What follows belongs to an exercise in optimizing a design on an open flow for small area, a short achievable clock period and few clock cycles; a production flow would make more cautious choices. Function was checked by simulation only, so behaviour that the tests miss may differ from the original. No activity file was given, so power comes from the tool's default toggle rates.

## job 9173
==> flow/design.v (excerpt) <==
module stack_cpu (
    input  logic        clk,
    input  logic        reset,
    output logic [23:0] flash_addr,
    output logic        flash_enable,
    input  logic [7:0]  flash_data,
    input  logic        flash_ready,
    output logic [7:0]  uart_data,
    output logic        uart_send,
    input  logic        uart_busy,
    output logic        halted
);
    localparam logic [3:0] l_hold = 4'b1010;
    localparam logic [3:0] l_sec  = 4'b1100;
    localparam logic [3:0] l_and  = 4'b1000;
    localparam logic [3:0] l_or   = 4'b1110;
    localparam logic [3:0] l_xor  = 4'b0110;
    localparam logic [3:0] l_xnor = 4'b1001;
    localparam logic [3:0] l_not  = 4'b0101;
    localparam logic [3:0] l_zero = 4'b0000;
    localparam logic [2:0] f_idle = 3'd0;    
    localparam logic [2:0] f_r1   = 3'd1;    
    localparam logic [2:0] f_r2   = 3'd2;    
    localparam logic [2:0] f_chk  = 3'd3;    
    localparam logic [2:0] f_hold = 3'd4;    
    logic [2:0]  fst;
    logic        hold_mode;
    logic        low_seen;
    logic        got;           
    logic        fail;
    logic [3:0]  c_lo;          
    logic [3:0]  c_hi;          
    logic        c_alo;         
    logic        c_ahi;         
    logic        c_sub;         
  ...
Size in the first run: roughly 1400 cells after synthesis, ~350 flip-flops, roughly 47 I/O pins, ~0.016 mm² of cells after synthesis.
export LEC_CHECK = 0
export CAP_MARGIN = 20
export CORE_MARGIN = 2
export CORE_UTILIZATION = 40
export CTS_CLUSTER_DIAMETER = 150
export CTS_CLUSTER_SIZE = 25
export SLEW_MARGIN = 20
create_clock -name core_clock -period 8.0 [get_ports {clk}]
standard.sh (not shown) runs the stock make flow with config.mk's settings and CLKGATE_MAP_FILE= SYNTH_SCRIPT=/design/flow/synth_recipe.tcl, a recipe that flattens the netlist after the stock synthesis.
==> flow/flow/run.sh <==
#!/bin/bash
set -euo pipefail
bash standard.sh SETUP_SLACK_MARGIN=5.35 "BUFFER_PORTS_ARGS=-buffer_cell sky130_fd_sc_hd__buf_2" finish > standard_flow.log 2>&1
Job 9173 ran to completion and came out clean on the timing, DRC and antenna checks.
Testbench counts of job 9173, summed over its fixed seeds: cycles 320,946.
What job 5281 does differently from job 9173 at the input level:
==> flow/flow/run.sh <==
#!/bin/bash
set -euo pipefail
bash standard.sh SETUP_SLACK_MARGIN=5.3 "BUFFER_PORTS_ARGS=-buffer_cell sky130_fd_sc_hd__buf_2" finish > standard_flow.log 2>&1
[summary]
- Job 9173 leaves more setup margin than job 5281.
- Of job 5281 and job 9173, the run reporting the higher sequential share of layout area was job 5281.
- Diff job 5281..job 9173 | final-report hold violation count | unchanged
- On global-route track usage on met3, job 9173 tracks job 5281 almost exactly.
Input changes introduced in job 1289 (baseline for comparison: job 5281):
==> flow/flow/run.sh <==
#!/bin/bash
set -euo pipefail
bash standard.sh SETUP_SLACK_MARGIN=5.25 "BUFFER_PORTS_ARGS=-buffer_cell sky130_fd_sc_hd__buf_2" finish > standard_flow.log 2>&1
- Global routing usage on met3: job 5281 vs job 1289, no meaningful difference
- The share of the clock period used by the worst path in job 1289 sits 0.39 points above the value recorded for job 5281.
- Row stage delay of the slowest cell on the critical path: job 1289 higher / job 5281 lower
- Compared with job 5281, in job 1289 average vias per placed instance comparable, sum of internal, switching and leakage power comparable, maximum frequency now smaller, clock power comparable.
- | first-pass GRT wire length | job 5281 vs job 1289 | ≈ equal |


Another version of the RTL of stack_cpu (not shown whole).
Size: ~1400 cells after synthesis, about 360 flip-flops, ~47 I/O pins, about 16000 um2 of cells after synthesis.
==> flow/config.mk <==
export PLATFORM = sky130hd
export DESIGN_NAME = stack_cpu
export DESIGN_NICKNAME = stack_cpu
export VERILOG_FILES = /design/flow/design.v
export SDC_FILE = /design/flow/constraint.sdc
export NUM_CORES = 4
export LEC_CHECK = 0
export CAP_MARGIN = 20
export CORE_MARGIN = 2
export CORE_UTILIZATION = 40
export CTS_CLUSTER_DIAMETER = 150
export CTS_CLUSTER_SIZE = 25
export SLEW_MARGIN = 20
==> flow/constraint.sdc <==
create_clock -name core_clock -period 8.0 [get_ports {clk}]
set_input_delay 1.6000 -clock core_clock [delete_from_list [all_inputs] [get_ports {clk}]]
set_output_delay 1.6000 -clock core_clock [all_outputs]
set_load 0.01 [all_outputs]
==> flow/flow/run.sh <==
#!/bin/bash
set -euo pipefail
bash standard.sh SETUP_SLACK_MARGIN=5.35 "BUFFER_PORTS_ARGS=-buffer_cell sky130_fd_sc_hd__buf_2" finish > standard_flow.log 2>&1
Testbench counts at the start, summed over its fixed seeds: cycles 320,946.
Next try:
==> flow/run.sh (new file) <==
#!/bin/bash
# synth_recipe.tcl (not shown) runs the flow's synth.tcl, then flattens the netlist and writes it again
# the make line also repeats each setting of config.mk as NAME=value (left out here)
make -C /OpenROAD-flow-scripts/flow DESIGN_CONFIG=/design/flow/config.mk WORK_HOME=/design/flow/orfs CLKGATE_MAP_FILE= SYNTH_SCRIPT=/design/flow/synth_recipe.tcl finish
--- a/flow/config.mk
+++ b/flow/config.mk
@@ -12,0 +13 @@
+export SETUP_SLACK_MARGIN = 5
removed: flow/flow/run.sh
removed: flow/standard.sh
The new run finished with timing, DRC and antenna clean.
Via count fell by 3.1%.
Final area fell by 2.6%.
Power hardly moves.
Die area does not change.
Synthesized cell count does not change.
Clock-buffer cell count stays the same.

[port drivers added, routing unchanged]
The results above use ideal ports. As a check the final layouts listed here were re-extracted and re-timed, cells and wires unchanged. Step 1 sets driving cells, clkbuf_16 on the clock port and buf_2 on the other inputs (assumed; they add their load-dependent delay and slew). Step 2 adds t to the input delays and takes it off the output delays; t is the mean of the earliest and latest rising clock arrival at the registers after step 1. Input paths then give back, and output paths get back, about the clock's delay inside the block. a / b / c = ideal / step 1 / step 2; a / b = the first two.
run	t (ns)	setup slack, ns	hold WS [ns]	clock arrival spread, ns	worst data-port slew with drivers (ns)
job 9173	0.567	5.363 / 5.314 / 4.924	0.425 / 0.425 / 0.425	0.028 / 0.029	0.03
job 5281	0.565	5.324 / 5.276 / 4.939	0.427 / 0.427 / 0.427	0.030 / 0.029	0.04
job 1289	0.564	5.293 / 5.245 / 4.928	0.425 / 0.425 / 0.425	0.028 / 0.028	0.04
the first run of note 2	0.576	5.310 / 5.285 / 4.881	0.443 / 0.443 / 0.443	0.047 / 0.047	0.03
the second run of note 2	0.577	5.172 / 5.117 / 4.670	0.418 / 0.418 / 0.418	0.042 / 0.042	0.03
After both steps every run listed still meets setup and hold. For the second run of note 2, which loses most, drivers alone change the setup slack by -0.055 ns; drivers and shift together by -0.502 ns.
